Source: an optimization exercise on an open RTL-to-GDS flow (aim: small area, a short achievable clock period and few clock cycles per item). Production flows keep margins and buffers that such runs may drop. Where RTL was checked, it was by simulation tests only, not by an equivalence proof against the original. No activity file was given, so power comes from the tool's default toggle rates.

==> delta: inputs <==
==> flow/design.v <==
package mas_pkg;
  localparam int W = 256;
endpackage
module multiword_add_sequencer (
  input  logic         clk,
  input  logic         rst,
  input  logic         in_valid,
  output logic         in_ready,
  input  logic [255:0] a,
  input  logic [255:0] b,
  input  logic         cin,
  input  logic         sub,
  output logic         out_valid,
  input  logic         out_ready,
  output logic [255:0] sum,
  output logic         cout
);
  localparam int W  = 256;
  localparam int K  = 8;        
  localparam int NB = W / K;    
  localparam int LK = $clog2(K);
  localparam int LB = $clog2(NB);
  logic [W-1:0]  bx, g, p, s0_d;
  logic [NB-1:0] bg, bp;         
  logic [NB:0]   bc_d;           
  assign bx = b ^ {W{sub}};
  assign g  = a & bx;
  assign p  = a ^ bx;
  always_comb begin
    logic [K-1:0] tg, tp;
    for (int j = 0; j < NB; j++) begin
      tg = g[j*K +: K];
      tp = p[j*K +: K];
      if (j == 0) tg[0] = tg[0] | (tp[0] & (sub | cin));
      for (int l = 0; l < LK; l++)
        for (int i = 0; i < K; i++)
          if (i[l]) begin
            tg[i] = tg[i] | (tp[i] & tg[((i >> l) << l) - 1]);
            tp[i] = tp[i] & tp[((i >> l) << l) - 1];
          end
      s0_d[j*K] = p[j*K] ^ ((j == 0) ? (sub | cin) : 1'b0);
      for (int i = 1; i < K; i++) s0_d[j*K+i] = p[j*K+i] ^ tg[i-1];
      bg[j] = tg[K-1];
      bp[j] = tp[K-1];
    end
  end
  always_comb begin
    logic [NB-1:0] tg, tp;
    tg = bg;
    tp = bp;
    for (int l = 0; l < LB; l++)
      for (int i = 0; i < NB; i++)
        if (i[l]) begin
          tg[i] = tg[i] | (tp[i] & tg[((i >> l) << l) - 1]);
          tp[i] = tp[i] & tp[((i >> l) << l) - 1];
        end
    bc_d[0] = 1'b0;
    for (int j = 1; j <= NB; j++) bc_d[j] = tg[j-1];
  end
  logic [W-1:0]  s0_q;
  logic [NB:1]   bc_q;
  logic          valid_q;
  assign in_ready = ~valid_q | out_ready;
  always_ff @(posedge clk or posedge rst) begin
    if (rst)           valid_q <= 1'b0;
    else if (in_ready) valid_q <= in_valid;
  end
  always_ff @(posedge clk) begin
    if (in_ready) begin
      s0_q <= s0_d;
      bc_q <= bc_d[NB:1];
    end
  end
  always_comb begin
    logic [K-1:0] m;
    for (int i = 0; i < K; i++) sum[i] = s0_q[i];
    for (int j = 1; j < NB; j++) begin
      m = s0_q[j*K +: K];
      for (int l = 0; l < LK; l++)
        for (int i = 0; i < K; i++)
          if (i[l]) m[i] = m[i] & m[((i >> l) << l) - 1];
      sum[j*K] = s0_q[j*K] ^ bc_q[j];
      for (int i = 1; i < K; i++) sum[j*K+i] = s0_q[j*K+i] ^ (bc_q[j] & m[i-1]);
    end
  end
  assign cout      = bc_q[NB];
  assign out_valid = valid_q;
endmodule
==> flow/flow/run.sh <==
#!/bin/bash
# The standard layout (standard.sh) with two changes:
#  - every port is buffered by the smallest buffer cell instead of the one
#    buffer_ports picks by default;
#  - after the standard synthesis, polfix.py re-chooses the polarity of the
#    full-adder groups so that fewer inverters are needed (combinational
#    cells only; registers untouched), then the layout continues from it.
set -euo pipefail
export BUFFER_PORTS_ARGS="-buffer_cell sky130_fd_sc_hd__buf_1"
R=$PWD/orfs/results/sky130hd/multiword_add_sequencer/base
bash standard.sh "$R/1_2_yosys.v" > synth.log 2>&1
cp "$R/1_2_yosys.v" "$R/1_2_yosys.standard.v"
python3 flow/polfix.py "$R/1_2_yosys.standard.v" "$R/1_2_yosys.v" > polfix.log 2>&1
bash standard.sh > layout.log 2>&1
==> flow/flow/polfix.py <==
#!/usr/bin/env python3
"""Re-choose inverter polarity around full adders in a flat Yosys netlist.

A full adder satisfies fa(~A, ~B, ~CIN) = (~SUM, ~COUT). Synthesis sometimes
extracts adder chains in inverted polarity, which costs an inverter on most
adder inputs and outputs. This script looks through every inverter to the
signal it inverts, picks for each group of connected full adders the polarity
that needs the fewest inverters (an xor2/xnor2 driver may also swap to its
twin), and then rebuilds the inverters: one inverter per signal whose
complement is still needed. Registers and all other cells are kept as they
are.

usage: polfix.py IN.v OUT.v
"""
import re
import sys

PFX = "sky130_fd_sc_hd__"
OUTPINS = {"X", "Y", "Q", "Q_N", "SUM", "COUT", "HI", "LO"}
FA_IN = ("A", "B", "CIN")
FA_OUT = ("SUM", "COUT")


def parse(path):
    text = open(path).read()
    m = re.search(r"\n(\s*" + PFX + r")", text)
    head = text[: m.start() + 1]
    body = text[m.start() + 1:]
    tail_i = body.rindex("endmodule")
    tail = body[tail_i:]
    body = body[:tail_i]
    cells = {}
    order = []
    for cm in re.finditer(r"(" + PFX + r"\w+)\s+(\S+)\s*\((.*?)\);", body, re.S):
        pins = [(p, n.strip()) for p, n in re.findall(r"\.(\w+)\(([^()]*)\)", cm.group(3))]
        cells[cm.group(2)] = [cm.group(1), dict(pins), [p for p, _ in pins]]
        order.append(cm.group(2))
    rest = re.sub(r"(" + PFX + r"\w+)\s+(\S+)\s*\((.*?)\);", "", body, flags=re.S)
    if rest.strip():
        raise SystemExit("polfix: unexpected netlist content: %r" % rest.strip()[:200])
    return head, cells, order, tail


def output_ports(head):
    outs = set()
    for m in re.finditer(r"^\s*output\s+(\[(\d+):(\d+)\]\s+)?(\w+);", head, re.M):
        if m.group(1):
            hi, lo = int(m.group(2)), int(m.group(3))
            for i in range(min(hi, lo), max(hi, lo) + 1):
                outs.add("%s[%d]" % (m.group(4), i))
        else:
            outs.add(m.group(4))
    return outs


def esc(net):
    # an escaped identifier ends at white space
    return net + " " if net.startswith("\\") else net


def main():
    head, C, order, tail = parse(sys.argv[1])
    outports = output_ports(head)

    def is_inv(t):
        return re.match(PFX + r"(clk)?inv_\d+$", t) is not None

    drv = {}
    for n, (t, pins, _) in C.items():
        for p, net in pins.items():
            if p in OUTPINS:
                drv[net] = (n, p)

    def root(net):
        par = 0
        seen = 0
        while True:
            d = drv.get(net)
            if d is None or not is_inv(C[d[0]][0]):
                return net, par
            net = C[d[0]][1]["A"]
            par ^= 1
            seen += 1
            if seen > 100:
                raise SystemExit("polfix: inverter loop")

    # requirements: (cell, pin) -> (source net, parity), for every input pin of a
    # non-inverter cell; ports driven by an inverter keep a driver of their own
    reqs = []
    for n, (t, pins, _) in C.items():
        if is_inv(t):
            continue
        for p, net in pins.items():
            if p in OUTPINS:
                continue
            s, par = root(net)
            reqs.append((n, p, s, par))
    port_reqs = []
    for net in sorted(outports):
        d = drv.get(net)
        if d and is_inv(C[d[0]][0]):
            s, par = root(net)
            port_reqs.append((net, s, par))

    # adder groups
    fas = [n for n, c in C.items() if c[0].startswith(PFX + "fa_")]
    parent = {f: f for f in fas}

    def find(x):
        while parent[x] != x:
            parent[x] = parent[parent[x]]
            x = parent[x]
        return x

    src_fa = {}  # source net -> adder driving it
    for f in fas:
        for p in FA_OUT:
            src_fa[C[f][1][p]] = f
    for (n, p, s, par) in reqs:
        if n in parent and p in FA_IN and s in src_fa:
            a, b = find(n), find(src_fa[s])
            if a != b:
                parent[a] = b
    groups = {}
    for f in fas:
        groups.setdefault(find(f), []).append(f)
    # a group whose output is a port (or feeds a port directly) may not flip
    locked = set()
    for f in fas:
        for p in FA_OUT:
            if C[f][1][p] in outports:
                locked.add(find(f))

    flip = {g: 0 for g in groups}
    swappable = {net for net, (n, p) in drv.items()
                 if C[n][0] in (PFX + "xor2_1", PFX + "xnor2_1") and net not in outports}

    by_src = {}
    for r in reqs:
        by_src.setdefault(r[2], []).append(r)
    for (net, s, par) in port_reqs:
        by_src.setdefault(s, [])

    def phys(s):
        f = src_fa.get(s)
        return flip[find(f)] if f is not None else 0

    def need(r):
        n, p, s, par = r
        if n in parent and p in FA_IN and flip[find(n)]:
            return par ^ 1
        return par

    def src_cost(s):
        pols = {need(r) ^ phys(s) for r in by_src.get(s, [])}
        if s in swappable and len(pols) == 1:
            return 0
        return 1 if 1 in pols else 0

    def group_srcs(g):
        ss = set()
        for f in groups[g]:
            for p in FA_IN:
                ss.add(root(C[f][1][p])[0])
            for p in FA_OUT:
                ss.add(C[f][1][p])
        return ss

    gsrcs = {g: group_srcs(g) for g in groups}
    base = sum(src_cost(s) for s in by_src)
    improved = True
    passes = 0
    while improved and passes < int(__import__("os").environ.get("POLFIX_PASSES", "10")):
        improved = False
        passes += 1
        for g in groups:
            if g in locked:
                continue
            before = sum(src_cost(s) for s in gsrcs[g])
            flip[g] ^= 1
            after = sum(src_cost(s) for s in gsrcs[g])
            if after < before:
                improved = True
            else:
                flip[g] ^= 1
    if "POLFIX_ONLY" in __import__("os").environ:
        only = int(__import__("os").environ["POLFIX_ONLY"])
        for i, g in enumerate(groups):
            flip[g] = 1 if i == only and g not in locked else 0
            if i == only:
                sys.stderr.write("group %s: %s\n" % (g, groups[g]))
    final = sum(src_cost(s) for s in by_src)

    # rebuild
    old_inv = sum(1 for c in C.values() if is_inv(c[0]))
    for n in [n for n, c in C.items() if is_inv(c[0])]:
        del C[n]
        order.remove(n)
    k = [0]
    compl = {}

    def complement(s):
        if s not in compl:
            k[0] += 1
            o = "_polfix_n%d_" % k[0]
            name = "_polfix_c%d_" % k[0]
            C[name] = [PFX + "inv_1", {"A": s, "Y": o}, ["A", "Y"]]
            order.append(name)
            compl[s] = o
        return compl[s]

    swapped = set()
    for s, rs in by_src.items():
        ph = phys(s)
        pols = {need(r) ^ ph for r in rs}
        if s in swappable and pols == {1}:
            dn, dp = drv[s]
            t = C[dn][0]
            # xor2 drives X, xnor2 drives Y
            to_xor = t.endswith("xnor2_1")
            C[dn][0] = PFX + ("xor2_1" if to_xor else "xnor2_1")
            op, np_ = ("Y", "X") if to_xor else ("X", "Y")
            C[dn][1][np_] = C[dn][1].pop(op)
            C[dn][2] = [np_ if q == op else q for q in C[dn][2]]
            swapped.add(s)
            ph ^= 1
        for r in rs:
            n, p, _, _ = r
            C[n][1][p] = s if (need(r) ^ ph) == 0 else complement(s)
    for (net, s, par) in port_reqs:
        k[0] += 1
        name = "_polfix_c%d_" % k[0]
        ph = phys(s) ^ (1 if s in swapped else 0)
        if par ^ ph:
            C[name] = [PFX + "inv_1", {"A": s, "Y": net}, ["A", "Y"]]
        else:
            C[name] = [PFX + "buf_1", {"A": s, "X": net}, ["A", "X"]]
        order.append(name)
    new_inv = sum(1 for c in C.values() if is_inv(c[0]))
    sys.stderr.write("polfix: %d adders in %d groups, %d flipped; inverters %d -> %d "
                     "(cost %d -> %d)\n" % (len(fas), len(groups), sum(flip.values()),
                                            old_inv, new_inv, base, final))

    used = set()
    for (t, pins, _) in C.values():
        used.update(pins.values())
    extra = sorted(x for x in used if x.startswith("_polfix_n"))
    out = [head.rstrip("\n") + "\n"]
    for x in extra:
        out.append("  wire %s;\n" % x)
    for n in order:
        t, pins, po = C[n]
        ps = [p for p in po if p in pins] + [p for p in pins if p not in po]
        out.append("  %s %s (\n%s\n  );\n" % (t, n, ",\n".join("    .%s(%s)" % (p, esc(pins[p])) for p in ps)))
    out.append(tail)
    open(sys.argv[2], "w").write("".join(out))


if __name__ == "__main__":
    main()
==> flow/standard.sh <==
#!/bin/bash
# synth_recipe.tcl (not shown) runs the flow's synth.tcl, then flattens the netlist and writes it again
# the make line also repeats each setting of config.mk as NAME=value (left out here)
make -C /OpenROAD-flow-scripts/flow DESIGN_CONFIG=/design/flow/config.mk WORK_HOME=/design/flow/orfs CLKGATE_MAP_FILE= SYNTH_SCRIPT=/design/flow/synth_recipe.tcl "${@:-finish}"
==> flow/config.mk <==
export PLATFORM = sky130hd
export DESIGN_NAME = multiword_add_sequencer
export DESIGN_NICKNAME = multiword_add_sequencer
export VERILOG_FILES = /design/flow/design.v
export SDC_FILE = /design/flow/constraint.sdc
export NUM_CORES = 4
export LEC_CHECK = 0
export ABC_AREA = 1
export CAP_MARGIN = 20
export CORE_MARGIN = 2
export CORE_UTILIZATION = 40
export CTS_BUF_LIST = sky130_fd_sc_hd__clkbuf_8
export CTS_CLUSTER_DIAMETER = 100
export CTS_CLUSTER_SIZE = 12
export PLACE_DENSITY = 0.8
export SETUP_SLACK_MARGIN = 2.9
export SLEW_MARGIN = 20
==> flow/constraint.sdc <==
create_clock -name core_clock -period 6.5 [get_ports {clk}]
set_input_delay 1.3000 -clock core_clock [delete_from_list [all_inputs] [get_ports {clk}]]
set_output_delay 1.3000 -clock core_clock [all_outputs]
set_load 0.01 [all_outputs]
==> inputs of quartz, as changes to delta <==
==> flow/design.v, changed modules only <==
module multiword_add_sequencer (
  input  logic         clk,
  input  logic         rst,
  input  logic         in_valid,
  output logic         in_ready,
  input  logic [255:0] a,
  input  logic [255:0] b,
  input  logic         cin,
  input  logic         sub,
  output logic         out_valid,
  input  logic         out_ready,
  output logic [255:0] sum,
  output logic         cout
);
  localparam int W  = 256;
  localparam int K  = 8;        
  localparam int NB = W / K;    
  localparam int LK = $clog2(K);
  localparam int LB = $clog2(NB);
  logic [W-1:0]  bx, g, p, s0_d;
  logic [NB-1:0] bg, bp;         
  logic [NB:0]   bc_d;           
  assign bx = b ^ {W{sub}};
  assign g  = a & bx;
  assign p  = a ^ bx;
  logic [W-1:0] lg, lp;           
  always_comb begin
    logic [K-1:0] tg, tp;
    for (int j = 0; j < NB; j++) begin
      tg = g[j*K +: K];
      tp = p[j*K +: K];
      if (j == 0) tg[0] = tg[0] | (tp[0] & (sub | cin));
      for (int l = 0; l < LK; l++)
        for (int i = 0; i < K; i++)
          if (i[l]) begin
            tg[i] = tg[i] | (tp[i] & tg[((i >> l) << l) - 1]);
            tp[i] = tp[i] & tp[((i >> l) << l) - 1];
          end
      lg[j*K +: K] = tg;
      lp[j*K +: K] = tp;
      bg[j] = tg[K-1];
      bp[j] = tp[K-1];
    end
  end
  always_comb begin
    logic [NB-1:0] tg, tp;
    tg = bg;
    tp = bp;
    for (int l = 0; l < LB; l++)
      for (int i = 0; i < NB; i++)
        if (i[l]) begin
          tg[i] = tg[i] | (tp[i] & tg[((i >> l) << l) - 1]);
          tp[i] = tp[i] & tp[((i >> l) << l) - 1];
        end
    bc_d[0] = 1'b0;
    for (int j = 1; j <= NB; j++) bc_d[j] = tg[j-1];
  end
  always_comb begin
    logic c;
    s0_d[0] = p[0] ^ (sub | cin);
    for (int j = 0; j < NB; j++)
      for (int i = 0; i < K; i++)
        if (j*K+i > 0) begin
          if (i == 0) c = bc_d[j];
          else        c = lg[j*K+i-1] | (lp[j*K+i-1] & bc_d[j]);
          s0_d[j*K+i] = p[j*K+i] ^ c;
        end
  end
  logic [W-1:0]  s_q;
  logic          c_q;
  logic          valid_q;
  assign in_ready = ~valid_q | out_ready;
  always_ff @(posedge clk or posedge rst) begin
    if (rst)           valid_q <= 1'b0;
    else if (in_ready) valid_q <= in_valid;
  end
  always_ff @(posedge clk) begin
    if (in_ready) begin
      s_q <= s0_d;
      c_q <= bc_d[NB];
    end
  end
  assign sum = s_q;
  assign cout      = c_q;
  assign out_valid = valid_q;
endmodule
SETUP_SLACK_MARGIN = 3.0   (was 2.9)
==> inputs of harbor, as changes to delta <==
--- a/flow/design.v
+++ b/flow/design.v
@@ -25,2 +25,4 @@
   logic [NB:0]   bc_d;           
+  logic [NB-1:0] c0;             
+  assign c0 = {{(NB-1){1'b0}}, sub | cin};
   assign bx = b ^ {W{sub}};
@@ -33,3 +35,2 @@
       tp = p[j*K +: K];
-      if (j == 0) tg[0] = tg[0] | (tp[0] & (sub | cin));
       for (int l = 0; l < LK; l++)
@@ -40,5 +41,5 @@
           end
-      s0_d[j*K] = p[j*K] ^ ((j == 0) ? (sub | cin) : 1'b0);
-      for (int i = 1; i < K; i++) s0_d[j*K+i] = p[j*K+i] ^ tg[i-1];
-      bg[j] = tg[K-1];
+      s0_d[j*K] = p[j*K] ^ c0[j];
+      for (int i = 1; i < K; i++) s0_d[j*K+i] = p[j*K+i] ^ (tg[i-1] | (tp[i-1] & c0[j]));
+      bg[j] = tg[K-1] | (tp[K-1] & c0[j]);
       bp[j] = tp[K-1];
--- a/flow/flow/polfix.py
+++ b/flow/flow/polfix.py
@@ -134,4 +134,15 @@
     flip = {g: 0 for g in groups}
-    swappable = {net for net, (n, p) in drv.items()
-                 if C[n][0] in (PFX + "xor2_1", PFX + "xnor2_1") and net not in outports}
+    def is_xor(n):
+        return re.match(PFX + r"x(n)?or2_\d+$", C[n][0]) is not None
+
+    def toggle(n):
+        # xor2 drives X, xnor2 drives Y
+        t = C[n][0]
+        to_xor = "xnor2_" in t
+        C[n][0] = t.replace("xnor2_", "xor2_") if to_xor else t.replace("xor2_", "xnor2_")
+        op, np_ = ("Y", "X") if to_xor else ("X", "Y")
+        C[n][1][np_] = C[n][1].pop(op)
+        C[n][2] = [np_ if q == op else q for q in C[n][2]]
+
+    swappable = {net for net, (n, p) in drv.items() if is_xor(n) and net not in outports}
 
@@ -154,3 +165,4 @@
     def src_cost(s):
-        pols = {need(r) ^ phys(s) for r in by_src.get(s, [])}
+        # an xor/xnor input takes either polarity: the gate absorbs it
+        pols = {need(r) ^ phys(s) for r in by_src.get(s, []) if not is_xor(r[0])}
         if s in swappable and len(pols) == 1:
@@ -172,3 +184,3 @@
     passes = 0
-    while improved and passes < int(__import__("os").environ.get("POLFIX_PASSES", "10")):
+    while improved and passes < 10:
         improved = False
@@ -185,8 +197,2 @@
                 flip[g] ^= 1
-    if "POLFIX_ONLY" in __import__("os").environ:
-        only = int(__import__("os").environ["POLFIX_ONLY"])
-        for i, g in enumerate(groups):
-            flip[g] = 1 if i == only and g not in locked else 0
-            if i == only:
-                sys.stderr.write("group %s: %s\n" % (g, groups[g]))
     final = sum(src_cost(s) for s in by_src)
@@ -211,4 +217,18 @@
 
+    # xor/xnor inputs: connect the signal as it is and let the gate absorb
+    # any inversion (toggling xor2 <-> xnor2 keeps its output unchanged)
+    xor_reqs = {}
+    for r in reqs:
+        if is_xor(r[0]):
+            xor_reqs.setdefault(r[0], []).append(r)
+    for n, rs in xor_reqs.items():
+        parity = 0
+        for r in rs:
+            parity ^= need(r) ^ phys(r[2])
+            C[n][1][r[1]] = r[2]
+        if parity:
+            toggle(n)
     swapped = set()
     for s, rs in by_src.items():
+        rs = [r for r in rs if not is_xor(r[0])]
         ph = phys(s)
@@ -216,10 +236,3 @@
         if s in swappable and pols == {1}:
-            dn, dp = drv[s]
-            t = C[dn][0]
-            # xor2 drives X, xnor2 drives Y
-            to_xor = t.endswith("xnor2_1")
-            C[dn][0] = PFX + ("xor2_1" if to_xor else "xnor2_1")
-            op, np_ = ("Y", "X") if to_xor else ("X", "Y")
-            C[dn][1][np_] = C[dn][1].pop(op)
-            C[dn][2] = [np_ if q == op else q for q in C[dn][2]]
+            toggle(drv[s][0])
             swapped.add(s)
SETUP_SLACK_MARGIN = 2.8   (was 2.9)
TNS_END_PERCENT = 5   (was not set)
==> inputs of cedar, as changes to delta <==
--- a/flow/flow/polfix.py
+++ b/flow/flow/polfix.py
@@ -134,4 +134,15 @@
     flip = {g: 0 for g in groups}
-    swappable = {net for net, (n, p) in drv.items()
-                 if C[n][0] in (PFX + "xor2_1", PFX + "xnor2_1") and net not in outports}
+    def is_xor(n):
+        return re.match(PFX + r"x(n)?or2_\d+$", C[n][0]) is not None
+
+    def toggle(n):
+        # xor2 drives X, xnor2 drives Y
+        t = C[n][0]
+        to_xor = "xnor2_" in t
+        C[n][0] = t.replace("xnor2_", "xor2_") if to_xor else t.replace("xor2_", "xnor2_")
+        op, np_ = ("Y", "X") if to_xor else ("X", "Y")
+        C[n][1][np_] = C[n][1].pop(op)
+        C[n][2] = [np_ if q == op else q for q in C[n][2]]
+
+    swappable = {net for net, (n, p) in drv.items() if is_xor(n) and net not in outports}
 
@@ -154,3 +165,4 @@
     def src_cost(s):
-        pols = {need(r) ^ phys(s) for r in by_src.get(s, [])}
+        # an xor/xnor input takes either polarity: the gate absorbs it
+        pols = {need(r) ^ phys(s) for r in by_src.get(s, []) if not is_xor(r[0])}
         if s in swappable and len(pols) == 1:
@@ -172,3 +184,3 @@
     passes = 0
-    while improved and passes < int(__import__("os").environ.get("POLFIX_PASSES", "10")):
+    while improved and passes < 10:
         improved = False
@@ -185,8 +197,2 @@
                 flip[g] ^= 1
-    if "POLFIX_ONLY" in __import__("os").environ:
-        only = int(__import__("os").environ["POLFIX_ONLY"])
-        for i, g in enumerate(groups):
-            flip[g] = 1 if i == only and g not in locked else 0
-            if i == only:
-                sys.stderr.write("group %s: %s\n" % (g, groups[g]))
     final = sum(src_cost(s) for s in by_src)
@@ -211,4 +217,18 @@
 
+    # xor/xnor inputs: connect the signal as it is and let the gate absorb
+    # any inversion (toggling xor2 <-> xnor2 keeps its output unchanged)
+    xor_reqs = {}
+    for r in reqs:
+        if is_xor(r[0]):
+            xor_reqs.setdefault(r[0], []).append(r)
+    for n, rs in xor_reqs.items():
+        parity = 0
+        for r in rs:
+            parity ^= need(r) ^ phys(r[2])
+            C[n][1][r[1]] = r[2]
+        if parity:
+            toggle(n)
     swapped = set()
     for s, rs in by_src.items():
+        rs = [r for r in rs if not is_xor(r[0])]
         ph = phys(s)
@@ -216,10 +236,3 @@
         if s in swappable and pols == {1}:
-            dn, dp = drv[s]
-            t = C[dn][0]
-            # xor2 drives X, xnor2 drives Y
-            to_xor = t.endswith("xnor2_1")
-            C[dn][0] = PFX + ("xor2_1" if to_xor else "xnor2_1")
-            op, np_ = ("Y", "X") if to_xor else ("X", "Y")
-            C[dn][1][np_] = C[dn][1].pop(op)
-            C[dn][2] = [np_ if q == op else q for q in C[dn][2]]
+            toggle(drv[s][0])
             swapped.add(s)
SETUP_SLACK_MARGIN = 2.8   (was 2.9)
==> comparison table <==
|  | harbor | cedar | delta | quartz |
|---|---|---|---|---|
| Outcome | timing/DRC/antenna clean | timing/DRC/antenna clean | timing/DRC/antenna clean | timing/DRC/antenna clean |
| Met3 wire length | 6.766 mm | 7.313 mm | 6.985 mm | 9.322 mm |
| Total number of vias | 20350 | 20490 | 21000 | 25390 |
| HPWL reported at the end of detailed placement | 65.11 mm | 65.59 mm | 65.93 mm | 67.87 mm |
| Critical path arrival | 2.40 ns | 4.12 ns | 2.27 ns | 4.31 ns |
| Cells resized by post-CTS repair | 10 | 8 | 39 | 325 |
| Post-Route Utilization | 0.4776 | 0.4812 | 0.4961 | 0.5629 |
| Post-CTS Setup Inserts | 1 | 1 | 20 | 80 |
| Die Y | 252.5 µm | 253.5 µm | 254.3 µm | 247.6 µm |
| Critical path type | reg -> out | in -> reg | reg -> out | in -> reg |
| Total chip power | 6996 µW | 7025 µW | 7169 µW | 7374 µW |
| Met3 track utilization from global routing | 0.06684 | 0.06381 | 0.05787 | 0.05709 |
| Multi-input combinational cell count | 1875 | 1902 | 1903 | 2300 |
| Crit path required time | 5.20 ns | 7.02 ns | 5.20 ns | 6.87 ns |
| Capturing element type of the critical path | output port | register | output port | register |
| Cell Rows | 91 | 91 | 91 | 89 |
| Multi-input combinational cell area | 14900 µm² | 15060 µm² | 15410 µm² | 17130 µm² |
| F_max | 0.2706 GHz | 0.2777 GHz | 0.2804 GHz | 0.2541 GHz |
| Synthesis-to-finish area growth | 18.66% | 19.05% | 22.43% | 39.44% |
| Total net switching power | 2822 µW | 2839 µW | 2901 µW | 3212 µW |
| TritonCTS buffer count | 28 | 28 | 28 | 25 |
| Initial cell density of the core | 0.4025 | 0.4042 | 0.4052 | 0.4037 |
| Met1 routed wirelength after detailed routing | 28.34 mm | 29.12 mm | 31.20 mm | 36.16 mm |
| Gpl congestion | 0.9689 | 0.9613 | 0.9691 | 1.015 |
| Synth Instances | 2478 | 2529 | 2571 | 2991 |
| Area of placed instances | 28590 µm² | 28900 µm² | 29040 µm² | 27880 µm² |
| Final min period | 3.696 ns | 3.601 ns | 3.566 ns | 3.936 ns |
Testbench counts of delta, summed over its fixed seeds: cycles 1,608, items 1,600.
Testbench counts of harbor, summed over its fixed seeds: cycles 1,608, items 1,600.
Testbench counts of cedar, summed over its fixed seeds: cycles 1,608, items 1,600.
Function not checked in quartz: the RTL went through the layout flow alone.

==> separate check: timing with driven ports <==
The results above use ideal ports. As a check the final layouts listed here were re-extracted and re-timed, cells and wires unchanged.
Step 1 assumes that a clkbuf_16 drives the clock port and a buf_2 every other input.
Step 2 moves the port delays by t, midway between the first and last clock arrival at a register: inputs arrive t later, outputs are due t later. That takes back most of the time a late clock gives input paths.
a / b / c = no drivers / after step 1 / after step 2; a / b = the first two.
run | t (ns) | setup slack, ns | hold WS [ns] | worst setup path at the end | clock arrival spread, ns
delta | 0.680 | 2.934 / 2.883 / 2.211 | 0.478 / 0.451 / 0.980 | input to register | 0.038 / 0.038
quartz | 0.692 | 2.564 / 2.289 / 1.598 | 0.437 / 0.399 / 1.028 | input to register | 0.055 / 0.055
harbor | 0.677 | 2.804 / 2.750 / 2.091 | 0.480 / 0.449 / 1.046 | input to register | 0.019 / 0.020
cedar | 0.686 | 2.899 / 2.894 / 2.207 | 0.441 / 0.411 / 1.000 | input to register | 0.036 / 0.037
After both steps every run listed still meets setup and hold. For quartz, which loses most, drivers alone change the setup slack by -0.275 ns; drivers and shift together by -0.966 ns.
